This is an optimization exercise on Yosys and OpenROAD, whose aim is small area, a short achievable clock period and few clock cycles per item, not a production implementation. Function was not checked in any run shown here: the RTL went through the layout flow alone.

==> flow/design.v, too long to show whole: its modules and the start of the top module <==
// module idc_controller: 30 lines
// module idc_datapath: 2082 lines
// module idc_fa: 10 lines
// module inclusive_day_count_between_dates: 44 lines
module inclusive_day_count_between_dates #(
	parameter int unsigned MAX_YEAR = 9999
) (
	input  logic        clk,
	input  logic        arst_n,
	input  logic        dates_valid,
	output logic        dates_ready,
	input  logic [4:0]  dates_start_day,
	input  logic [3:0]  dates_start_month,
	input  logic [13:0] dates_start_year,
	input  logic [4:0]  dates_end_day,
	input  logic [3:0]  dates_end_month,
	input  logic [13:0] dates_end_year,
	output logic        result_valid,
	input  logic        result_ready,
	output logic [21:0] result_day_count,
	output logic        result_order_error
);
  // ...
==> flow/flow/run.sh <==
#!/bin/bash
# The standard layout (the standard.sh, unchanged synthesis), with the
# port buffers made from the smallest buffer cell instead of the default
# choice; the resizer still upsizes them where timing needs it. ORFS writes
# each step's full log under orfs/logs; make's own output goes to
# standard.log.
set -uo pipefail
bash standard.sh "BUFFER_PORTS_ARGS=-buffer_cell sky130_fd_sc_hd__buf_1" finish > standard.log 2>&1
==> flow/standard.sh <==
#!/bin/bash
# synth_recipe.tcl (not shown) runs the flow's synth.tcl, then flattens the netlist and writes it again
# the make line also repeats each setting of config.mk as NAME=value (left out here)
make -C /OpenROAD-flow-scripts/flow DESIGN_CONFIG=/design/flow/config.mk WORK_HOME=/design/flow/orfs CLKGATE_MAP_FILE= SYNTH_SCRIPT=/design/flow/synth_recipe.tcl "${@:-finish}"
==> flow/config.mk <==
export PLATFORM = sky130hd
export DESIGN_NAME = inclusive_day_count_between_dates
export DESIGN_NICKNAME = inclusive_day_count_between_dates
export VERILOG_FILES = /design/flow/design.v
export SDC_FILE = /design/flow/constraint.sdc
export NUM_CORES = 4
export LEC_CHECK = 0
export CAP_MARGIN = 20
export CORE_MARGIN = 2
export CORE_UTILIZATION = 40
export CTS_BUF_LIST = sky130_fd_sc_hd__clkbuf_8
export SETUP_SLACK_MARGIN = 5
export SLEW_MARGIN = 20
export SYNTH_HIERARCHICAL = 1
==> flow/constraint.sdc <==
create_clock -name core_clock -period 10.0 [get_ports {clk}]
set_input_delay 2.0000 -clock core_clock [delete_from_list [all_inputs] [get_ports {clk}]]
set_output_delay 2.0000 -clock core_clock [all_outputs]
set_load 0.01 [all_outputs]
==> flow_metrics.py, run 1 <==
metrics = {
    "layout": {
        "fill_cells": 2188,
        "inverters": 69,
        "layoutNonFillerInstCount": 1313,
        "sh_seq_area_pct": 17.1,
        "multi_input_area_share_pct": 69.3,
        "antenna_cells": 0,
    },
    "critical_path": {
        "crit_family": "adder cells",
        "crit_buf_inv": 3,
        "worstPathArrival_ns": 5.60,
        "endpoint_kind": "flip-flop",
        "cp-start-kind": "input pin",
        "crit_required_ns": 10.23,
        "reg2reg_depth": 20,
    },
    "timing": {
        "fin_tns_setup_ns": 0,
        "rsz0062_at_grt": "yes",
        "clock_skew_ns": 0.0126,
        "worst_slew_pin_slew_ns": 0.832,
    },
    "logic_synthesis": {
        "synth-xor-area-share_pct": 4.21,
        "synthSimpleGateAreaFrac_pct": 11.1,
        "synthMuxAreaShare_pct": 1.33,
        "syn-instance-count": 871,
        "synth_cell_types": 68,
        "yosysMostFrequentCell": "ha_1",
    },
    "clocking": {
        "clockBufferDepth": 2,
        "clock_sinks": 68,
        "cts_buffers": 9,
    },
    "floorplanning": {
        "io_pins": 75,
        "core-area_um2": 24500,
        "tap_cells": 324,
    },
    "outcome": {
        "status": "complete, no violations",
    },
    "global_route": {
        "grtUsageTotal_pct": 16.8,
        "grt_pass1_vias": 7012,
        "grt_max_degree": 45,
    },
    "routing": {
        "wl_met3_um": 714,
        "ant_nets": 0,
        "routedWlPerCell_um": 16.0,
    },
    "worst_hold_path": {
        "hold_depth": 1,
    },
    "placement": {
        "pre_cts_ws_ns": 3.83,
        "gp_congestion": 0.833,
    },
}
==> inputs of run 2 (changes only) <==
--- a/flow/design.v
+++ b/flow/design.v
@@ -400,81 +400,81 @@
 	assign s_v_123 = s_v_88 ^ s_v_89;
 	assign s_v_124 = s_v_88 & s_v_89;
 	assign s_v_125 = s_v_90 ^ s_v_91;
 	assign s_v_126 = s_v_90 & s_v_91;
 	assign s_v_127 = s_v_92 ^ s_v_93;
 	assign s_v_128 = s_v_92 & s_v_93;
 	assign s_v_129 = s_v_94 ^ s_v_95;
 	assign s_v_130 = s_v_94 & s_v_95;
-	assign s_v_131 = s_v_100 | (s_v_99 & s_v_98);
+	idc_gp u_s_v_131 (.gh(s_v_100), .ph(s_v_99), .gl(s_v_98), .g(s_v_131));
 	assign s_v_132 = s_v_99 & s_v_97;
-	assign s_v_133 = s_v_104 | (s_v_103 & s_v_102);
+	idc_gp u_s_v_133 (.gh(s_v_104), .ph(s_v_103), .gl(s_v_102), .g(s_v_133));
 	assign s_v_134 = s_v_103 & s_v_101;
-	assign s_v_135 = s_v_108 | (s_v_107 & s_v_106);
+	idc_gp u_s_v_135 (.gh(s_v_108), .ph(s_v_107), .gl(s_v_106), .g(s_v_135));
 	assign s_v_136 = s_v_107 & s_v_105;
-	assign s_v_137 = s_v_112 | (s_v_111 & s_v_110);
+	idc_gp u_s_v_137 (.gh(s_v_112), .ph(s_v_111), .gl(s_v_110), .g(s_v_137));
 	assign s_v_138 = s_v_111 & s_v_109;
-	assign s_v_139 = s_v_116 | (s_v_115 & s_v_114);
+	idc_gp u_s_v_139 (.gh(s_v_116), .ph(s_v_115), .gl(s_v_114), .g(s_v_139));
 	assign s_v_140 = s_v_115 & s_v_113;
-	assign s_v_141 = s_v_120 | (s_v_119 & s_v_118);
+	idc_gp u_s_v_141 (.gh(s_v_120), .ph(s_v_119), .gl(s_v_118), .g(s_v_141));
 	assign s_v_142 = s_v_119 & s_v_117;
-	assign s_v_143 = s_v_124 | (s_v_123 & s_v_122);
+	idc_gp u_s_v_143 (.gh(s_v_124), .ph(s_v_123), .gl(s_v_122), .g(s_v_143));
 	assign s_v_144 = s_v_123 & s_v_121;
-	assign s_v_145 = s_v_128 | (s_v_127 & s_v_126);
+	idc_gp u_s_v_145 (.gh(s_v_128), .ph(s_v_127), .gl(s_v_126), .g(s_v_145));
 	assign s_v_146 = s_v_127 & s_v_125;
-	assign s_v_147 = s_v_102 | (s_v_101 & s_v_131);
+	idc_gp u_s_v_147 (.gh(s_v_102), .ph(s_v_101), .gl(s_v_131), .g(s_v_147));
 	assign s_v_148 = s_v_101 & s_v_132;
-	assign s_v_149 = s_v_133 | (s_v_134 & s_v_131);
+	idc_gp u_s_v_149 (.gh(s_v_133), .ph(s_v_134), .gl(s_v_131), .g(s_v_149));
 	assign s_v_150 = s_v_134 & s_v_132;
-	assign s_v_151 = s_v_110 | (s_v_109 & s_v_135);
+	idc_gp u_s_v_151 (.gh(s_v_110), .ph(s_v_109), .gl(s_v_135), .g(s_v_151));
 	assign s_v_152 = s_v_109 & s_v_136;
-	assign s_v_153 = s_v_137 | (s_v_138 & s_v_135);
+	idc_gp u_s_v_153 (.gh(s_v_137), .ph(s_v_138), .gl(s_v_135), .g(s_v_153));
 	assign s_v_154 = s_v_138 & s_v_136;
-	assign s_v_155 = s_v_118 | (s_v_117 & s_v_139);
+	idc_gp u_s_v_155 (.gh(s_v_118), .ph(s_v_117), .gl(s_v_139), .g(s_v_155));
 	assign s_v_156 = s_v_117 & s_v_140;
-	assign s_v_157 = s_v_141 | (s_v_142 & s_v_139);
+	idc_gp u_s_v_157 (.gh(s_v_141), .ph(s_v_142), .gl(s_v_139), .g(s_v_157));
 	assign s_v_158 = s_v_142 & s_v_140;
-	assign s_v_159 = s_v_126 | (s_v_125 & s_v_143);
+	idc_gp u_s_v_159 (.gh(s_v_126), .ph(s_v_125), .gl(s_v_143), .g(s_v_159));
 	assign s_v_160 = s_v_125 & s_v_144;
-	assign s_v_161 = s_v_145 | (s_v_146 & s_v_143);
+	idc_gp u_s_v_161 (.gh(s_v_145), .ph(s_v_146), .gl(s_v_143), .g(s_v_161));
 	assign s_v_162 = s_v_146 & s_v_144;
-	assign s_v_163 = s_v_106 | (s_v_105 & s_v_149);
+	idc_gp u_s_v_163 (.gh(s_v_106), .ph(s_v_105), .gl(s_v_149), .g(s_v_163));
 	assign s_v_164 = s_v_105 & s_v_150;
-	assign s_v_165 = s_v_135 | (s_v_136 & s_v_149);
+	idc_gp u_s_v_165 (.gh(s_v_135), .ph(s_v_136), .gl(s_v_149), .g(s_v_165));
 	assign s_v_166 = s_v_136 & s_v_150;
-	assign s_v_167 = s_v_151 | (s_v_152 & s_v_149);
+	idc_gp u_s_v_167 (.gh(s_v_151), .ph(s_v_152), .gl(s_v_149), .g(s_v_167));
 	assign s_v_168 = s_v_152 & s_v_150;
-	assign s_v_169 = s_v_153 | (s_v_154 & s_v_149);
+	idc_gp u_s_v_169 (.gh(s_v_153), .ph(s_v_154), .gl(s_v_149), .g(s_v_169));
 	assign s_v_170 = s_v_154 & s_v_150;
-	assign s_v_171 = s_v_122 | (s_v_121 & s_v_157);
+	idc_gp u_s_v_171 (.gh(s_v_122), .ph(s_v_121), .gl(s_v_157), .g(s_v_171));
 	assign s_v_172 = s_v_121 & s_v_158;
-	assign s_v_173 = s_v_143 | (s_v_144 & s_v_157);
+	idc_gp u_s_v_173 (.gh(s_v_143), .ph(s_v_144), .gl(s_v_157), .g(s_v_173));
 	assign s_v_174 = s_v_144 & s_v_158;
-	assign s_v_175 = s_v_159 | (s_v_160 & s_v_157);
+	idc_gp u_s_v_175 (.gh(s_v_159), .ph(s_v_160), .gl(s_v_157), .g(s_v_175));
 	assign s_v_176 = s_v_160 & s_v_158;
-	assign s_v_177 = s_v_161 | (s_v_162 & s_v_157);
+	idc_gp u_s_v_177 (.gh(s_v_161), .ph(s_v_162), .gl(s_v_157), .g(s_v_177));
 	assign s_v_178 = s_v_162 & s_v_158;
-	assign s_v_179 = s_v_114 | (s_v_113 & s_v_169);
+	idc_gp u_s_v_179 (.gh(s_v_114), .ph(s_v_113), .gl(s_v_169), .g(s_v_179));
 	assign s_v_180 = s_v_113 & s_v_170;
-	assign s_v_181 = s_v_139 | (s_v_140 & s_v_169);
+	idc_gp u_s_v_181 (.gh(s_v_139), .ph(s_v_140), .gl(s_v_169), .g(s_v_181));
 	assign s_v_182 = s_v_140 & s_v_170;
-	assign s_v_183 = s_v_155 | (s_v_156 & s_v_169);
+	idc_gp u_s_v_183 (.gh(s_v_155), .ph(s_v_156), .gl(s_v_169), .g(s_v_183));
 	assign s_v_184 = s_v_156 & s_v_170;
-	assign s_v_185 = s_v_157 | (s_v_158 & s_v_169);
+	idc_gp u_s_v_185 (.gh(s_v_157), .ph(s_v_158), .gl(s_v_169), .g(s_v_185));
 	assign s_v_186 = s_v_158 & s_v_170;
-	assign s_v_187 = s_v_171 | (s_v_172 & s_v_169);
+	idc_gp u_s_v_187 (.gh(s_v_171), .ph(s_v_172), .gl(s_v_169), .g(s_v_187));
 	assign s_v_188 = s_v_172 & s_v_170;
-	assign s_v_189 = s_v_173 | (s_v_174 & s_v_169);
+	idc_gp u_s_v_189 (.gh(s_v_173), .ph(s_v_174), .gl(s_v_169), .g(s_v_189));
 	assign s_v_190 = s_v_174 & s_v_170;
-	assign s_v_191 = s_v_175 | (s_v_176 & s_v_169);
+	idc_gp u_s_v_191 (.gh(s_v_175), .ph(s_v_176), .gl(s_v_169), .g(s_v_191));
 	assign s_v_192 = s_v_176 & s_v_170;
-	assign s_v_193 = s_v_177 | (s_v_178 & s_v_169);
+	idc_gp u_s_v_193 (.gh(s_v_177), .ph(s_v_178), .gl(s_v_169), .g(s_v_193));
 	assign s_v_194 = s_v_178 & s_v_170;
-	assign s_v_195 = s_v_130 | (s_v_129 & s_v_193);
+	idc_gp u_s_v_195 (.gh(s_v_130), .ph(s_v_129), .gl(s_v_193), .g(s_v_195));
 	assign s_v_196 = s_v_129 & s_v_194;
 	assign s_v_197 = s_v_97;
 	assign s_v_198 = s_v_99 ^ s_v_98;
 	assign s_v_199 = s_v_101 ^ s_v_131;
 	assign s_v_200 = s_v_103 ^ s_v_147;
 	assign s_v_201 = s_v_105 ^ s_v_149;
 	assign s_v_202 = s_v_107 ^ s_v_163;
 	assign s_v_203 = s_v_109 ^ s_v_165;
@@ -835,81 +835,81 @@
 	assign e_v_123 = e_v_88 ^ e_v_89;
 	assign e_v_124 = e_v_88 & e_v_89;
 	assign e_v_125 = e_v_90 ^ e_v_91;
 	assign e_v_126 = e_v_90 & e_v_91;
 	assign e_v_127 = e_v_92 ^ e_v_93;
 	assign e_v_128 = e_v_92 & e_v_93;
 	assign e_v_129 = e_v_94 ^ e_v_95;
 	assign e_v_130 = e_v_94 & e_v_95;
-	assign e_v_131 = e_v_100 | (e_v_99 & e_v_98);
+	idc_gp u_e_v_131 (.gh(e_v_100), .ph(e_v_99), .gl(e_v_98), .g(e_v_131));
 	assign e_v_132 = e_v_99 & e_v_97;
-	assign e_v_133 = e_v_104 | (e_v_103 & e_v_102);
+	idc_gp u_e_v_133 (.gh(e_v_104), .ph(e_v_103), .gl(e_v_102), .g(e_v_133));
 	assign e_v_134 = e_v_103 & e_v_101;
-	assign e_v_135 = e_v_108 | (e_v_107 & e_v_106);
+	idc_gp u_e_v_135 (.gh(e_v_108), .ph(e_v_107), .gl(e_v_106), .g(e_v_135));
 	assign e_v_136 = e_v_107 & e_v_105;
-	assign e_v_137 = e_v_112 | (e_v_111 & e_v_110);
+	idc_gp u_e_v_137 (.gh(e_v_112), .ph(e_v_111), .gl(e_v_110), .g(e_v_137));
 	assign e_v_138 = e_v_111 & e_v_109;
-	assign e_v_139 = e_v_116 | (e_v_115 & e_v_114);
+	idc_gp u_e_v_139 (.gh(e_v_116), .ph(e_v_115), .gl(e_v_114), .g(e_v_139));
 	assign e_v_140 = e_v_115 & e_v_113;
-	assign e_v_141 = e_v_120 | (e_v_119 & e_v_118);
+	idc_gp u_e_v_141 (.gh(e_v_120), .ph(e_v_119), .gl(e_v_118), .g(e_v_141));
 	assign e_v_142 = e_v_119 & e_v_117;
-	assign e_v_143 = e_v_124 | (e_v_123 & e_v_122);
+	idc_gp u_e_v_143 (.gh(e_v_124), .ph(e_v_123), .gl(e_v_122), .g(e_v_143));
 	assign e_v_144 = e_v_123 & e_v_121;
-	assign e_v_145 = e_v_128 | (e_v_127 & e_v_126);
+	idc_gp u_e_v_145 (.gh(e_v_128), .ph(e_v_127), .gl(e_v_126), .g(e_v_145));
 	assign e_v_146 = e_v_127 & e_v_125;
-	assign e_v_147 = e_v_102 | (e_v_101 & e_v_131);
+	idc_gp u_e_v_147 (.gh(e_v_102), .ph(e_v_101), .gl(e_v_131), .g(e_v_147));
 	assign e_v_148 = e_v_101 & e_v_132;
-	assign e_v_149 = e_v_133 | (e_v_134 & e_v_131);
+	idc_gp u_e_v_149 (.gh(e_v_133), .ph(e_v_134), .gl(e_v_131), .g(e_v_149));
 	assign e_v_150 = e_v_134 & e_v_132;
-	assign e_v_151 = e_v_110 | (e_v_109 & e_v_135);
+	idc_gp u_e_v_151 (.gh(e_v_110), .ph(e_v_109), .gl(e_v_135), .g(e_v_151));
 	assign e_v_152 = e_v_109 & e_v_136;
-	assign e_v_153 = e_v_137 | (e_v_138 & e_v_135);
+	idc_gp u_e_v_153 (.gh(e_v_137), .ph(e_v_138), .gl(e_v_135), .g(e_v_153));
 	assign e_v_154 = e_v_138 & e_v_136;
-	assign e_v_155 = e_v_118 | (e_v_117 & e_v_139);
+	idc_gp u_e_v_155 (.gh(e_v_118), .ph(e_v_117), .gl(e_v_139), .g(e_v_155));
 	assign e_v_156 = e_v_117 & e_v_140;
-	assign e_v_157 = e_v_141 | (e_v_142 & e_v_139);
+	idc_gp u_e_v_157 (.gh(e_v_141), .ph(e_v_142), .gl(e_v_139), .g(e_v_157));
 	assign e_v_158 = e_v_142 & e_v_140;
-	assign e_v_159 = e_v_126 | (e_v_125 & e_v_143);
+	idc_gp u_e_v_159 (.gh(e_v_126), .ph(e_v_125), .gl(e_v_143), .g(e_v_159));
 	assign e_v_160 = e_v_125 & e_v_144;
-	assign e_v_161 = e_v_145 | (e_v_146 & e_v_143);
+	idc_gp u_e_v_161 (.gh(e_v_145), .ph(e_v_146), .gl(e_v_143), .g(e_v_161));
 	assign e_v_162 = e_v_146 & e_v_144;
-	assign e_v_163 = e_v_106 | (e_v_105 & e_v_149);
+	idc_gp u_e_v_163 (.gh(e_v_106), .ph(e_v_105), .gl(e_v_149), .g(e_v_163));
 	assign e_v_164 = e_v_105 & e_v_150;
-	assign e_v_165 = e_v_135 | (e_v_136 & e_v_149);
+	idc_gp u_e_v_165 (.gh(e_v_135), .ph(e_v_136), .gl(e_v_149), .g(e_v_165));
 	assign e_v_166 = e_v_136 & e_v_150;
-	assign e_v_167 = e_v_151 | (e_v_152 & e_v_149);
+	idc_gp u_e_v_167 (.gh(e_v_151), .ph(e_v_152), .gl(e_v_149), .g(e_v_167));
 	assign e_v_168 = e_v_152 & e_v_150;
-	assign e_v_169 = e_v_153 | (e_v_154 & e_v_149);
+	idc_gp u_e_v_169 (.gh(e_v_153), .ph(e_v_154), .gl(e_v_149), .g(e_v_169));
 	assign e_v_170 = e_v_154 & e_v_150;
-	assign e_v_171 = e_v_122 | (e_v_121 & e_v_157);
+	idc_gp u_e_v_171 (.gh(e_v_122), .ph(e_v_121), .gl(e_v_157), .g(e_v_171));
 	assign e_v_172 = e_v_121 & e_v_158;
-	assign e_v_173 = e_v_143 | (e_v_144 & e_v_157);
+	idc_gp u_e_v_173 (.gh(e_v_143), .ph(e_v_144), .gl(e_v_157), .g(e_v_173));
 	assign e_v_174 = e_v_144 & e_v_158;
-	assign e_v_175 = e_v_159 | (e_v_160 & e_v_157);
+	idc_gp u_e_v_175 (.gh(e_v_159), .ph(e_v_160), .gl(e_v_157), .g(e_v_175));
 	assign e_v_176 = e_v_160 & e_v_158;
-	assign e_v_177 = e_v_161 | (e_v_162 & e_v_157);
+	idc_gp u_e_v_177 (.gh(e_v_161), .ph(e_v_162), .gl(e_v_157), .g(e_v_177));
 	assign e_v_178 = e_v_162 & e_v_158;
-	assign e_v_179 = e_v_114 | (e_v_113 & e_v_169);
+	idc_gp u_e_v_179 (.gh(e_v_114), .ph(e_v_113), .gl(e_v_169), .g(e_v_179));
 	assign e_v_180 = e_v_113 & e_v_170;
-	assign e_v_181 = e_v_139 | (e_v_140 & e_v_169);
+	idc_gp u_e_v_181 (.gh(e_v_139), .ph(e_v_140), .gl(e_v_169), .g(e_v_181));
 	assign e_v_182 = e_v_140 & e_v_170;
-	assign e_v_183 = e_v_155 | (e_v_156 & e_v_169);
+	idc_gp u_e_v_183 (.gh(e_v_155), .ph(e_v_156), .gl(e_v_169), .g(e_v_183));
 	assign e_v_184 = e_v_156 & e_v_170;
-	assign e_v_185 = e_v_157 | (e_v_158 & e_v_169);
+	idc_gp u_e_v_185 (.gh(e_v_157), .ph(e_v_158), .gl(e_v_169), .g(e_v_185));
 	assign e_v_186 = e_v_158 & e_v_170;
-	assign e_v_187 = e_v_171 | (e_v_172 & e_v_169);
+	idc_gp u_e_v_187 (.gh(e_v_171), .ph(e_v_172), .gl(e_v_169), .g(e_v_187));
 	assign e_v_188 = e_v_172 & e_v_170;
-	assign e_v_189 = e_v_173 | (e_v_174 & e_v_169);
+	idc_gp u_e_v_189 (.gh(e_v_173), .ph(e_v_174), .gl(e_v_169), .g(e_v_189));
 	assign e_v_190 = e_v_174 & e_v_170;
-	assign e_v_191 = e_v_175 | (e_v_176 & e_v_169);
+	idc_gp u_e_v_191 (.gh(e_v_175), .ph(e_v_176), .gl(e_v_169), .g(e_v_191));
 	assign e_v_192 = e_v_176 & e_v_170;
-	assign e_v_193 = e_v_177 | (e_v_178 & e_v_169);
+	idc_gp u_e_v_193 (.gh(e_v_177), .ph(e_v_178), .gl(e_v_169), .g(e_v_193));
 	assign e_v_194 = e_v_178 & e_v_170;
-	assign e_v_195 = e_v_130 | (e_v_129 & e_v_193);
+	idc_gp u_e_v_195 (.gh(e_v_130), .ph(e_v_129), .gl(e_v_193), .g(e_v_195));
 	assign e_v_196 = e_v_129 & e_v_194;
 	assign e_v_197 = e_v_97;
 	assign e_v_198 = e_v_99 ^ e_v_98;
 	assign e_v_199 = e_v_101 ^ e_v_131;
 	assign e_v_200 = e_v_103 ^ e_v_147;
 	assign e_v_201 = e_v_105 ^ e_v_149;
 	assign e_v_202 = e_v_107 ^ e_v_163;
 	assign e_v_203 = e_v_109 ^ e_v_165;
@@ -1033,59 +1033,59 @@
 	assign d_v_18 = e_a[8] & ~s_a[8];
 	assign d_v_19 = e_a[9] ^ ~s_a[9];
 	assign d_v_20 = e_a[9] & ~s_a[9];
 	assign d_v_21 = e_a[10] ^ ~s_a[10];
 	assign d_v_22 = e_a[10] & ~s_a[10];
 	assign d_v_23 = e_a[11] ^ ~s_a[11];
 	assign d_v_24 = e_a[11] & ~s_a[11];
 	assign d_v_25 = d_v_2 | (d_v_1 & 1'b1);
-	assign d_v_26 = d_v_4 | (d_v_3 & d_v_25);
+	idc_gp u_d_v_26 (.gh(d_v_4), .ph(d_v_3), .gl(d_v_25), .g(d_v_26));
 	assign d_v_27 = d_v_3 & d_v_1;
-	assign d_v_28 = d_v_8 | (d_v_7 & d_v_6);
+	idc_gp u_d_v_28 (.gh(d_v_8), .ph(d_v_7), .gl(d_v_6), .g(d_v_28));
 	assign d_v_29 = d_v_7 & d_v_5;
-	assign d_v_30 = d_v_12 | (d_v_11 & d_v_10);
+	idc_gp u_d_v_30 (.gh(d_v_12), .ph(d_v_11), .gl(d_v_10), .g(d_v_30));
 	assign d_v_31 = d_v_11 & d_v_9;
-	assign d_v_32 = d_v_16 | (d_v_15 & d_v_14);
+	idc_gp u_d_v_32 (.gh(d_v_16), .ph(d_v_15), .gl(d_v_14), .g(d_v_32));
 	assign d_v_33 = d_v_15 & d_v_13;
-	assign d_v_34 = d_v_20 | (d_v_19 & d_v_18);
+	idc_gp u_d_v_34 (.gh(d_v_20), .ph(d_v_19), .gl(d_v_18), .g(d_v_34));
 	assign d_v_35 = d_v_19 & d_v_17;
-	assign d_v_36 = d_v_24 | (d_v_23 & d_v_22);
+	idc_gp u_d_v_36 (.gh(d_v_24), .ph(d_v_23), .gl(d_v_22), .g(d_v_36));
 	assign d_v_37 = d_v_23 & d_v_21;
-	assign d_v_38 = d_v_6 | (d_v_5 & d_v_26);
+	idc_gp u_d_v_38 (.gh(d_v_6), .ph(d_v_5), .gl(d_v_26), .g(d_v_38));
 	assign d_v_39 = d_v_5 & d_v_27;
-	assign d_v_40 = d_v_28 | (d_v_29 & d_v_26);
+	idc_gp u_d_v_40 (.gh(d_v_28), .ph(d_v_29), .gl(d_v_26), .g(d_v_40));
 	assign d_v_41 = d_v_29 & d_v_27;
-	assign d_v_42 = d_v_14 | (d_v_13 & d_v_30);
+	idc_gp u_d_v_42 (.gh(d_v_14), .ph(d_v_13), .gl(d_v_30), .g(d_v_42));
 	assign d_v_43 = d_v_13 & d_v_31;
-	assign d_v_44 = d_v_32 | (d_v_33 & d_v_30);
+	idc_gp u_d_v_44 (.gh(d_v_32), .ph(d_v_33), .gl(d_v_30), .g(d_v_44));
 	assign d_v_45 = d_v_33 & d_v_31;
-	assign d_v_46 = d_v_22 | (d_v_21 & d_v_34);
+	idc_gp u_d_v_46 (.gh(d_v_22), .ph(d_v_21), .gl(d_v_34), .g(d_v_46));
 	assign d_v_47 = d_v_21 & d_v_35;
-	assign d_v_48 = d_v_36 | (d_v_37 & d_v_34);
+	idc_gp u_d_v_48 (.gh(d_v_36), .ph(d_v_37), .gl(d_v_34), .g(d_v_48));
 	assign d_v_49 = d_v_37 & d_v_35;
-	assign d_v_50 = d_v_10 | (d_v_9 & d_v_40);
+	idc_gp u_d_v_50 (.gh(d_v_10), .ph(d_v_9), .gl(d_v_40), .g(d_v_50));
 	assign d_v_51 = d_v_9 & d_v_41;
-	assign d_v_52 = d_v_30 | (d_v_31 & d_v_40);
+	idc_gp u_d_v_52 (.gh(d_v_30), .ph(d_v_31), .gl(d_v_40), .g(d_v_52));
 	assign d_v_53 = d_v_31 & d_v_41;
-	assign d_v_54 = d_v_42 | (d_v_43 & d_v_40);
+	idc_gp u_d_v_54 (.gh(d_v_42), .ph(d_v_43), .gl(d_v_40), .g(d_v_54));
 	assign d_v_55 = d_v_43 & d_v_41;
-	assign d_v_56 = d_v_44 | (d_v_45 & d_v_40);
+	idc_gp u_d_v_56 (.gh(d_v_44), .ph(d_v_45), .gl(d_v_40), .g(d_v_56));
 	assign d_v_57 = d_v_45 & d_v_41;
-	assign d_v_58 = 1'b0 | (1'b1 & d_v_48);
+	idc_gp u_d_v_58 (.gh(1'b0), .ph(1'b1), .gl(d_v_48), .g(d_v_58));
 	assign d_v_59 = 1'b1 & d_v_49;
-	assign d_v_60 = d_v_18 | (d_v_17 & d_v_56);
+	idc_gp u_d_v_60 (.gh(d_v_18), .ph(d_v_17), .gl(d_v_56), .g(d_v_60));
 	assign d_v_61 = d_v_17 & d_v_57;
-	assign d_v_62 = d_v_34 | (d_v_35 & d_v_56);
+	idc_gp u_d_v_62 (.gh(d_v_34), .ph(d_v_35), .gl(d_v_56), .g(d_v_62));
 	assign d_v_63 = d_v_35 & d_v_57;
-	assign d_v_64 = d_v_46 | (d_v_47 & d_v_56);
+	idc_gp u_d_v_64 (.gh(d_v_46), .ph(d_v_47), .gl(d_v_56), .g(d_v_64));
 	assign d_v_65 = d_v_47 & d_v_57;
-	assign d_v_66 = d_v_48 | (d_v_49 & d_v_56);
+	idc_gp u_d_v_66 (.gh(d_v_48), .ph(d_v_49), .gl(d_v_56), .g(d_v_66));
 	assign d_v_67 = d_v_49 & d_v_57;
-	assign d_v_68 = d_v_58 | (d_v_59 & d_v_56);
+	idc_gp u_d_v_68 (.gh(d_v_58), .ph(d_v_59), .gl(d_v_56), .g(d_v_68));
 	assign d_v_69 = d_v_59 & d_v_57;
 	assign d_v_70 = d_v_1 ^ 1'b1;
 	assign d_v_71 = d_v_3 ^ d_v_25;
 	assign d_v_72 = d_v_5 ^ d_v_26;
 	assign d_v_73 = d_v_7 ^ d_v_38;
 	assign d_v_74 = d_v_9 ^ d_v_40;
 	assign d_v_75 = d_v_11 ^ d_v_50;
 	assign d_v_76 = d_v_13 ^ d_v_52;
@@ -1259,45 +1259,45 @@
 	assign w_v_39 = w_v_20 ^ w_v_21;
 	assign w_v_40 = w_v_20 & w_v_21;
 	assign w_v_41 = w_v_22 ^ w_v_23;
 	assign w_v_42 = w_v_22 & w_v_23;
 	assign w_v_43 = w_v_24 ^ w_v_25;
 	assign w_v_44 = w_v_24 & w_v_25;
 	assign w_v_45 = w_v_26 ^ w_v_27;
 	assign w_v_46 = w_v_26 & w_v_27;
-	assign w_v_47 = w_v_32 | (w_v_31 & w_v_30);
+	idc_gp u_w_v_47 (.gh(w_v_32), .ph(w_v_31), .gl(w_v_30), .g(w_v_47));
 	assign w_v_48 = w_v_31 & w_v_29;
-	assign w_v_49 = w_v_36 | (w_v_35 & w_v_34);
+	idc_gp u_w_v_49 (.gh(w_v_36), .ph(w_v_35), .gl(w_v_34), .g(w_v_49));
 	assign w_v_50 = w_v_35 & w_v_33;
-	assign w_v_51 = w_v_40 | (w_v_39 & w_v_38);
+	idc_gp u_w_v_51 (.gh(w_v_40), .ph(w_v_39), .gl(w_v_38), .g(w_v_51));
 	assign w_v_52 = w_v_39 & w_v_37;
-	assign w_v_53 = w_v_44 | (w_v_43 & w_v_42);
+	idc_gp u_w_v_53 (.gh(w_v_44), .ph(w_v_43), .gl(w_v_42), .g(w_v_53));
 	assign w_v_54 = w_v_43 & w_v_41;
-	assign w_v_55 = 1'b0 | (w_v_28 & w_v_46);
+	idc_gp u_w_v_55 (.gh(1'b0), .ph(w_v_28), .gl(w_v_46), .g(w_v_55));
 	assign w_v_56 = w_v_28 & w_v_45;
-	assign w_v_57 = w_v_34 | (w_v_33 & w_v_47);
+	idc_gp u_w_v_57 (.gh(w_v_34), .ph(w_v_33), .gl(w_v_47), .g(w_v_57));
 	assign w_v_58 = w_v_33 & w_v_48;
-	assign w_v_59 = w_v_49 | (w_v_50 & w_v_47);
+	idc_gp u_w_v_59 (.gh(w_v_49), .ph(w_v_50), .gl(w_v_47), .g(w_v_59));
 	assign w_v_60 = w_v_50 & w_v_48;
-	assign w_v_61 = w_v_42 | (w_v_41 & w_v_51);
+	idc_gp u_w_v_61 (.gh(w_v_42), .ph(w_v_41), .gl(w_v_51), .g(w_v_61));
 	assign w_v_62 = w_v_41 & w_v_52;
-	assign w_v_63 = w_v_53 | (w_v_54 & w_v_51);
+	idc_gp u_w_v_63 (.gh(w_v_53), .ph(w_v_54), .gl(w_v_51), .g(w_v_63));
 	assign w_v_64 = w_v_54 & w_v_52;
-	assign w_v_65 = w_v_38 | (w_v_37 & w_v_59);
+	idc_gp u_w_v_65 (.gh(w_v_38), .ph(w_v_37), .gl(w_v_59), .g(w_v_65));
 	assign w_v_66 = w_v_37 & w_v_60;
-	assign w_v_67 = w_v_51 | (w_v_52 & w_v_59);
+	idc_gp u_w_v_67 (.gh(w_v_51), .ph(w_v_52), .gl(w_v_59), .g(w_v_67));
 	assign w_v_68 = w_v_52 & w_v_60;
-	assign w_v_69 = w_v_61 | (w_v_62 & w_v_59);
+	idc_gp u_w_v_69 (.gh(w_v_61), .ph(w_v_62), .gl(w_v_59), .g(w_v_69));
 	assign w_v_70 = w_v_62 & w_v_60;
-	assign w_v_71 = w_v_63 | (w_v_64 & w_v_59);
+	idc_gp u_w_v_71 (.gh(w_v_63), .ph(w_v_64), .gl(w_v_59), .g(w_v_71));
 	assign w_v_72 = w_v_64 & w_v_60;
-	assign w_v_73 = w_v_46 | (w_v_45 & w_v_71);
+	idc_gp u_w_v_73 (.gh(w_v_46), .ph(w_v_45), .gl(w_v_71), .g(w_v_73));
 	assign w_v_74 = w_v_45 & w_v_72;
-	assign w_v_75 = w_v_55 | (w_v_56 & w_v_71);
+	idc_gp u_w_v_75 (.gh(w_v_55), .ph(w_v_56), .gl(w_v_71), .g(w_v_75));
 	assign w_v_76 = w_v_56 & w_v_72;
 	assign w_v_77 = w_v_29;
 	assign w_v_78 = w_v_31 ^ w_v_30;
 	assign w_v_79 = w_v_33 ^ w_v_47;
 	assign w_v_80 = w_v_35 ^ w_v_57;
 	assign w_v_81 = w_v_37 ^ w_v_59;
 	assign w_v_82 = w_v_39 ^ w_v_65;
 	assign w_v_83 = w_v_41 ^ w_v_67;
@@ -1995,111 +1995,111 @@
 	assign t_309 = t_259 ^ t_258;
 	assign t_310 = t_259 & t_258;
 	assign t_311 = t_260 ^ t_261;
 	assign t_312 = t_260 & t_261;
 	assign t_313 = t_267 ^ 1'b1;
 	assign t_314 = t_267 & 1'b1;
 	assign t_315 = t_268 ^ t_269;
 	assign t_316 = t_268 & t_269;
-	assign t_317 = t_274 | (t_273 & t_272);
+	idc_gp u_t_317 (.gh(t_274), .ph(t_273), .gl(t_272), .g(t_317));
 	assign t_318 = t_273 & t_271;
-	assign t_319 = t_278 | (t_277 & t_276);
+	idc_gp u_t_319 (.gh(t_278), .ph(t_277), .gl(t_276), .g(t_319));
 	assign t_320 = t_277 & t_275;
-	assign t_321 = t_282 | (t_281 & t_280);
+	idc_gp u_t_321 (.gh(t_282), .ph(t_281), .gl(t_280), .g(t_321));
 	assign t_322 = t_281 & t_279;
-	assign t_323 = t_286 | (t_285 & t_284);
+	idc_gp u_t_323 (.gh(t_286), .ph(t_285), .gl(t_284), .g(t_323));
 	assign t_324 = t_285 & t_283;
-	assign t_325 = t_290 | (t_289 & t_288);
+	idc_gp u_t_325 (.gh(t_290), .ph(t_289), .gl(t_288), .g(t_325));
 	assign t_326 = t_289 & t_287;
-	assign t_327 = t_294 | (t_293 & t_292);
+	idc_gp u_t_327 (.gh(t_294), .ph(t_293), .gl(t_292), .g(t_327));
 	assign t_328 = t_293 & t_291;
-	assign t_329 = t_298 | (t_297 & t_296);
+	idc_gp u_t_329 (.gh(t_298), .ph(t_297), .gl(t_296), .g(t_329));
 	assign t_330 = t_297 & t_295;
-	assign t_331 = t_302 | (t_301 & t_300);
+	idc_gp u_t_331 (.gh(t_302), .ph(t_301), .gl(t_300), .g(t_331));
 	assign t_332 = t_301 & t_299;
-	assign t_333 = t_306 | (t_305 & t_304);
+	idc_gp u_t_333 (.gh(t_306), .ph(t_305), .gl(t_304), .g(t_333));
 	assign t_334 = t_305 & t_303;
-	assign t_335 = t_310 | (t_309 & t_308);
+	idc_gp u_t_335 (.gh(t_310), .ph(t_309), .gl(t_308), .g(t_335));
 	assign t_336 = t_309 & t_307;
-	assign t_337 = t_314 | (t_313 & t_312);
+	idc_gp u_t_337 (.gh(t_314), .ph(t_313), .gl(t_312), .g(t_337));
 	assign t_338 = t_313 & t_311;
-	assign t_339 = t_276 | (t_275 & t_317);
+	idc_gp u_t_339 (.gh(t_276), .ph(t_275), .gl(t_317), .g(t_339));
 	assign t_340 = t_275 & t_318;
-	assign t_341 = t_319 | (t_320 & t_317);
+	idc_gp u_t_341 (.gh(t_319), .ph(t_320), .gl(t_317), .g(t_341));
 	assign t_342 = t_320 & t_318;
-	assign t_343 = t_284 | (t_283 & t_321);
+	idc_gp u_t_343 (.gh(t_284), .ph(t_283), .gl(t_321), .g(t_343));
 	assign t_344 = t_283 & t_322;
-	assign t_345 = t_323 | (t_324 & t_321);
+	idc_gp u_t_345 (.gh(t_323), .ph(t_324), .gl(t_321), .g(t_345));
 	assign t_346 = t_324 & t_322;
-	assign t_347 = t_292 | (t_291 & t_325);
+	idc_gp u_t_347 (.gh(t_292), .ph(t_291), .gl(t_325), .g(t_347));
 	assign t_348 = t_291 & t_326;
-	assign t_349 = t_327 | (t_328 & t_325);
+	idc_gp u_t_349 (.gh(t_327), .ph(t_328), .gl(t_325), .g(t_349));
 	assign t_350 = t_328 & t_326;
-	assign t_351 = t_300 | (t_299 & t_329);
+	idc_gp u_t_351 (.gh(t_300), .ph(t_299), .gl(t_329), .g(t_351));
 	assign t_352 = t_299 & t_330;
-	assign t_353 = t_331 | (t_332 & t_329);
+	idc_gp u_t_353 (.gh(t_331), .ph(t_332), .gl(t_329), .g(t_353));
 	assign t_354 = t_332 & t_330;
-	assign t_355 = t_308 | (t_307 & t_333);
+	idc_gp u_t_355 (.gh(t_308), .ph(t_307), .gl(t_333), .g(t_355));
 	assign t_356 = t_307 & t_334;
-	assign t_357 = t_335 | (t_336 & t_333);
+	idc_gp u_t_357 (.gh(t_335), .ph(t_336), .gl(t_333), .g(t_357));
 	assign t_358 = t_336 & t_334;
-	assign t_359 = t_316 | (t_315 & t_337);
+	idc_gp u_t_359 (.gh(t_316), .ph(t_315), .gl(t_337), .g(t_359));
 	assign t_360 = t_315 & t_338;
-	assign t_361 = t_280 | (t_279 & t_341);
+	idc_gp u_t_361 (.gh(t_280), .ph(t_279), .gl(t_341), .g(t_361));
 	assign t_362 = t_279 & t_342;
-	assign t_363 = t_321 | (t_322 & t_341);
+	idc_gp u_t_363 (.gh(t_321), .ph(t_322), .gl(t_341), .g(t_363));
 	assign t_364 = t_322 & t_342;
-	assign t_365 = t_343 | (t_344 & t_341);
+	idc_gp u_t_365 (.gh(t_343), .ph(t_344), .gl(t_341), .g(t_365));
 	assign t_366 = t_344 & t_342;
-	assign t_367 = t_345 | (t_346 & t_341);
+	idc_gp u_t_367 (.gh(t_345), .ph(t_346), .gl(t_341), .g(t_367));
 	assign t_368 = t_346 & t_342;
-	assign t_369 = t_296 | (t_295 & t_349);
+	idc_gp u_t_369 (.gh(t_296), .ph(t_295), .gl(t_349), .g(t_369));
 	assign t_370 = t_295 & t_350;
-	assign t_371 = t_329 | (t_330 & t_349);
+	idc_gp u_t_371 (.gh(t_329), .ph(t_330), .gl(t_349), .g(t_371));
 	assign t_372 = t_330 & t_350;
-	assign t_373 = t_351 | (t_352 & t_349);
+	idc_gp u_t_373 (.gh(t_351), .ph(t_352), .gl(t_349), .g(t_373));
 	assign t_374 = t_352 & t_350;
-	assign t_375 = t_353 | (t_354 & t_349);
+	idc_gp u_t_375 (.gh(t_353), .ph(t_354), .gl(t_349), .g(t_375));
 	assign t_376 = t_354 & t_350;
-	assign t_377 = t_312 | (t_311 & t_357);
+	idc_gp u_t_377 (.gh(t_312), .ph(t_311), .gl(t_357), .g(t_377));
 	assign t_378 = t_311 & t_358;
-	assign t_379 = t_337 | (t_338 & t_357);
+	idc_gp u_t_379 (.gh(t_337), .ph(t_338), .gl(t_357), .g(t_379));
 	assign t_380 = t_338 & t_358;
-	assign t_381 = t_359 | (t_360 & t_357);
+	idc_gp u_t_381 (.gh(t_359), .ph(t_360), .gl(t_357), .g(t_381));
 	assign t_382 = t_360 & t_358;
-	assign t_383 = t_288 | (t_287 & t_367);
+	idc_gp u_t_383 (.gh(t_288), .ph(t_287), .gl(t_367), .g(t_383));
 	assign t_384 = t_287 & t_368;
-	assign t_385 = t_325 | (t_326 & t_367);
+	idc_gp u_t_385 (.gh(t_325), .ph(t_326), .gl(t_367), .g(t_385));
 	assign t_386 = t_326 & t_368;
-	assign t_387 = t_347 | (t_348 & t_367);
+	idc_gp u_t_387 (.gh(t_347), .ph(t_348), .gl(t_367), .g(t_387));
 	assign t_388 = t_348 & t_368;
-	assign t_389 = t_349 | (t_350 & t_367);
+	idc_gp u_t_389 (.gh(t_349), .ph(t_350), .gl(t_367), .g(t_389));
 	assign t_390 = t_350 & t_368;
-	assign t_391 = t_369 | (t_370 & t_367);
+	idc_gp u_t_391 (.gh(t_369), .ph(t_370), .gl(t_367), .g(t_391));
 	assign t_392 = t_370 & t_368;
-	assign t_393 = t_371 | (t_372 & t_367);
+	idc_gp u_t_393 (.gh(t_371), .ph(t_372), .gl(t_367), .g(t_393));
 	assign t_394 = t_372 & t_368;
-	assign t_395 = t_373 | (t_374 & t_367);
+	idc_gp u_t_395 (.gh(t_373), .ph(t_374), .gl(t_367), .g(t_395));
 	assign t_396 = t_374 & t_368;
-	assign t_397 = t_375 | (t_376 & t_367);
+	idc_gp u_t_397 (.gh(t_375), .ph(t_376), .gl(t_367), .g(t_397));
 	assign t_398 = t_376 & t_368;
-	assign t_399 = t_304 | (t_303 & t_397);
+	idc_gp u_t_399 (.gh(t_304), .ph(t_303), .gl(t_397), .g(t_399));
 	assign t_400 = t_303 & t_398;
-	assign t_401 = t_333 | (t_334 & t_397);
+	idc_gp u_t_401 (.gh(t_333), .ph(t_334), .gl(t_397), .g(t_401));
 	assign t_402 = t_334 & t_398;
-	assign t_403 = t_355 | (t_356 & t_397);
+	idc_gp u_t_403 (.gh(t_355), .ph(t_356), .gl(t_397), .g(t_403));
 	assign t_404 = t_356 & t_398;
-	assign t_405 = t_357 | (t_358 & t_397);
+	idc_gp u_t_405 (.gh(t_357), .ph(t_358), .gl(t_397), .g(t_405));
 	assign t_406 = t_358 & t_398;
-	assign t_407 = t_377 | (t_378 & t_397);
+	idc_gp u_t_407 (.gh(t_377), .ph(t_378), .gl(t_397), .g(t_407));
 	assign t_408 = t_378 & t_398;
-	assign t_409 = t_379 | (t_380 & t_397);
+	idc_gp u_t_409 (.gh(t_379), .ph(t_380), .gl(t_397), .g(t_409));
 	assign t_410 = t_380 & t_398;
-	assign t_411 = t_381 | (t_382 & t_397);
+	idc_gp u_t_411 (.gh(t_381), .ph(t_382), .gl(t_397), .g(t_411));
 	assign t_412 = t_382 & t_398;
 	assign t_413 = t_271;
 	assign t_414 = t_273 ^ t_272;
 	assign t_415 = t_275 ^ t_317;
 	assign t_416 = t_277 ^ t_339;
 	assign t_417 = t_279 ^ t_341;
 	assign t_418 = t_281 ^ t_361;
 	assign t_419 = t_283 ^ t_363;
@@ -2135,16 +2135,24 @@
 	input  logic b,
 	input  logic c,
 	output logic s,
 	output logic co
 );
 	assign s  = a ^ b ^ c;
 	assign co = (a & b) | (a & c) | (b & c);
 endmodule
+module idc_gp (
+	input  logic gh,
+	input  logic ph,
+	input  logic gl,
+	output logic g
+);
+	assign g = gh | (ph & gl);
+endmodule
 module inclusive_day_count_between_dates #(
 	parameter int unsigned MAX_YEAR = 9999
 ) (
 	input  logic        clk,
 	input  logic        arst_n,
 	input  logic        dates_valid,
 	output logic        dates_ready,
 	input  logic [4:0]  dates_start_day,
==> run 2 against run 1 <==
- worst setup slack better by 0.32 ns
- sequential share of layout area down 0.32 points
- synthesized area up 4.1%
- clock-buffer cell count is the same
- die area up 4.0%
- highest routed layer unchanged
==> flow_metrics.py, run 2 <==
metrics = {
    "timing": {
        "period_minus_slack_ns": 5.04,
        "post-route-period-util_pct": 50.4,
        "worst_slew_pin_slew_ns": 0.846,
        "clock_skew_ns": 0.0162,
        "drv_slew": 0,
        "relSlewSlack_pct": 43.0,
        "fin_tns_setup_ns": 0,
        "fmax_mhz": 198,
        "setup_viol": 0,
        "final_hold_viol_count": 0,
        "rsz0062_at_grt": "yes",
    },
    "outcome": {
        "status": "complete, no violations",
    },
    "worst_hold_path": {
        "hold_depth": 1,
        "min_to": "u_ctrl.v2_q",
        "hold_path.class": "flip-flop to flip-flop",
        "min_from": "u_ctrl.v1_q",
    },
    "floorplanning": {
        "die_x_um": 165,
        "io_pins": 75,
        "die_y_um": 165,
        "rows": 59,
        "die_area_um2": 27300,
        "core-area_um2": 25800,
        "initial_core_util_pct": 40.4,
    },
    "logic_synthesis": {
        "synthTopCellsByCount": "ha_1 (192), a21o_1 (145), fa_1 (126)",
        "synthSimpleGateAreaFrac_pct": 10.2,
        "yosysSeqAreaShare_pct": 19.5,
        "avgSynthCellArea_um2": 11.4,
        "synth_ff_type": "edfxtp_1",
        "yosys.area.top_type_share_pct": 24.2,
        "synth_top_family_by_area": "adder cells",
        "yosys.area.top_type": "fa_1",
        "synth-xor-area-share_pct": 6.73,
        "synth-edff-count": 66,
        "synth_cell_types": 42,
        "synthMuxAreaShare_pct": 1.36,
        "syn-instance-count": 914,
        "async_flop_share_pct": 2.94,
        "ys_warn_count": 8,
        "synthesis.area_um2": 10400,
        "synth_adder_area_share_pct": 47.3,
        "syn_nets": 1282,
        "yosysMostFrequentCell": "ha_1",
        "synth_compound_area_share_pct": 12.5,
        "ys_ff_latch": 68,
        "ys_top_cells_by_area": "fa_1 (24%), ha_1 (23%), edfxtp_1 (19%)",
    },
    "clocking": {
        "clkLatencyLatePin_ns": 0.38,
        "clkTransAtPathRegs_ns": 0.08,
        "clockBufferDepth": 2,
        "cts_buffers": 9,
        "clock_sinks": 68,
        "cts_max_level": 3,
        "root_buffer": "clkbuf_8",
        "cts_tree": "built",
    },
    "run": {
        "maxCapViolCount": 0,
    },
    "routing": {
        "wirelength_mm": 21.6,
        "first_iter_violations": 324,
        "ant_nets": 0,
        "drtPass1Iterations": 5,
        "vias_per_cell": 5.05,
        "vias": 6807,
        "routedWlPerCell_um": 16.1,
        "route.detailed.drc": 0,
    },
    "layout": {
        "syn2layout_area_growth_pct": 16.1,
        "final_layout_size_suffix_gt1_share_pct": 13.6,
        "antenna_cells": 0,
        "largest_register_ffs": 23,
        "layout_common_cells": "ha_1 (155), a21o_1 (142), fa_1 (120)",
        "top_register": "u_dp.r_q",
        "top_regs": "u_dp.r_q: 23 flops, u_dp.da_q: 13 flops, u_dp.v_q: 10 flops",
        "nets": 1376,
        "fill_cells": 2381,
        "final_common_cell": "ha_1",
    },
    "critical_path": {
        "worst-path-max-fanout": 4,
        "r2r-start": "u_dp.sb_q[0]",
        "cp-start-kind": "input pin",
        "rr_endpoint": "u_dp.r_q[22]",
        "crit_required_ns": 10.11,
        "endpoint_kind": "flip-flop",
        "worstPathArrival_ns": 5.15,
        "critPathKind": "input pin to flip-flop",
        "r2r_setup_slack_ns": 4.98,
        "reg2reg_depth": 19,
    },
    "global_route": {
        "grt_pass1_wl_mm": 35.5,
        "antenna_found_initial": 0,
        "grt_remaining_overflow": 0,
        "grt_max_degree": 45,
        "grtUsageTotal_pct": 16.8,
        "grt_pass1_vias": 7132,
    },
    "placement": {
        "gp_congestion": 0.836,
        "dpl.hpwl_mm": 18.0,
        "port_buffers": 74,
    },
}
run 2: cell types whose count changed in the layout (fill, tap and decap cells not counted), sizes merged, moves of 13 or more:
cell,before,now
inv,71,54
a21oi,32,7
a21o,14,145
fa,139,126
buf,110,89
xor2,13,50
and3,2,17
nor2,58,33
and2,5,40
run 2: stage by stage:
stage / utilization [%] / area (um^2) / hold slack [ns] / setup WS, ns / std cells
2_1_floorplan: - / 10600 / 0.478 / 4.73 / 914
3_3_place_gp: 43.7 / 11300 / 0.501 / 4.29 / 1312
3_5_place_dp: 43.7 / 11300 / 0.509 / 4.27 / 1312
4_1_cts: 45.7 / 11800 / 0.525 / 4.94 / 1341
5_1_grt: 46.9 / 12100 / 0.543 / 4.82 / 1348
6_report: 46.9 / 12100 / 0.525 / 4.96 / 1348
run 2: final cells by class:
cell class	count	area, um^2	area share, %
clock buffer	9	124	1.03
clock inverter	7	80.1	0.663
inverter	50	198	1.64
multi-input combinational	784	8680	71.9
sequential	68	2030	16.8
tap	335	419	3.47
timing repair buffer	95	541	4.48
run 2: worst max-delay path by stage:
stage,slack (ns),endpoint,start,depth (start not counted)
2_1_floorplan,4.73,u_dp.ecn_q[6],dates_end_year[6],14
3_3_place_gp,4.29,u_dp.sc_q[6],dates_start_year[11],15
3_5_place_dp,4.27,u_dp.sc_q[6],dates_start_year[7],15
4_1_cts,4.94,u_dp.r_q[22],u_dp.sb_q[0],19
5_1_grt,4.82,u_dp.sc_q[6],dates_start_year[10],15
6_report,4.96,u_dp.sc_q[6],dates_start_year[11],15
run 2: per-module statistics from Yosys, one instance, submodules excluded, a selection:
module,cells inside,cell area (um^2),flip-flops and latches
idc_datapath,640,6740,66
idc_controller,8,92.6,2
idc_fa,1,20.0,0
idc_gp,1,7.51,0
run 2: repair_timing:
item	CTS	global route
resized for setup	54	49
setup endpoints to repair	20	16
setup buffers	13	7
pin swaps	27	30
hold buffers	0	0
cloned	0	0
run 2: metal layers:
layer / global-route usage (%) / up-vias / routed length (um)
met4: 4.58 / 0 / 314
met2: 27.9 / 121 / 9950
li1: - / 3407 / -
met5: 0 / - / 0
met3: 1.90 / 16 / 705
met1: 23.4 / 3263 / 10700
run 2: cells by family (layout without fill, tap and decap cells):
kind of cell,after synthesis,count (layout)
adders and majority gates,318,318
and+or+nand+nor,194,194
AOI/OAI and AO/OA,181,181
xor gates and xnor gates,80,80
DFF,68,68
buffers and inverters,62,161
muxes,11,11
run 2: worst max-delay path: stages:
cell and delay [ns]:
buf_12 0.11, fa_2 0.39, fa_1 0.57, ha_4 0.22
ha_4 0.27, ha_4 0.19, ha_4 0.22, and2_4 0.14
a21o_1 0.20, a21o_1 0.16, a21o_1 0.19, xnor2_2 0.14
xnor2_1 0.17, xnor2_1 0.13, nand2_1 0.06

[re-timing with driven ports]
In the flow no input, the clock included, has a driving cell. The finished layouts below were timed again as built, in two steps. Step 1 (the two cells are an assumption about what drives the block):
set clk [get_ports {clk}]
set_driving_cell -lib_cell sky130_fd_sc_hd__clkbuf_16 $clk
set_driving_cell -lib_cell sky130_fd_sc_hd__buf_2 [delete_from_list [all_inputs] $clk]
Step 2 also shifts input and output timing later by t, the mid clock arrival at the registers, as if the neighbouring blocks saw the same clock. Slacks: ideal ports / drivers / drivers and shift; pairs: ideal ports / drivers.
| run | t (ns) | setup WS [ns] | worst setup path after step 2 | clock arrival spread, ns | worst slew at a driven data input, ns |
|---|---|---|---|---|---|
| run 1 | 0.386 | 4.633 / 4.606 / 4.221 | input to register | 0.013 / 0.013 | 0.07 |
| run 2 | 0.403 | 4.957 / 4.937 / 4.533 | input to register | 0.016 / 0.017 | 0.07 |
After both steps setup and hold are still met in every run listed. For run 2, which loses most, drivers alone change the setup slack by -0.020 ns; drivers and shift together by -0.424 ns.
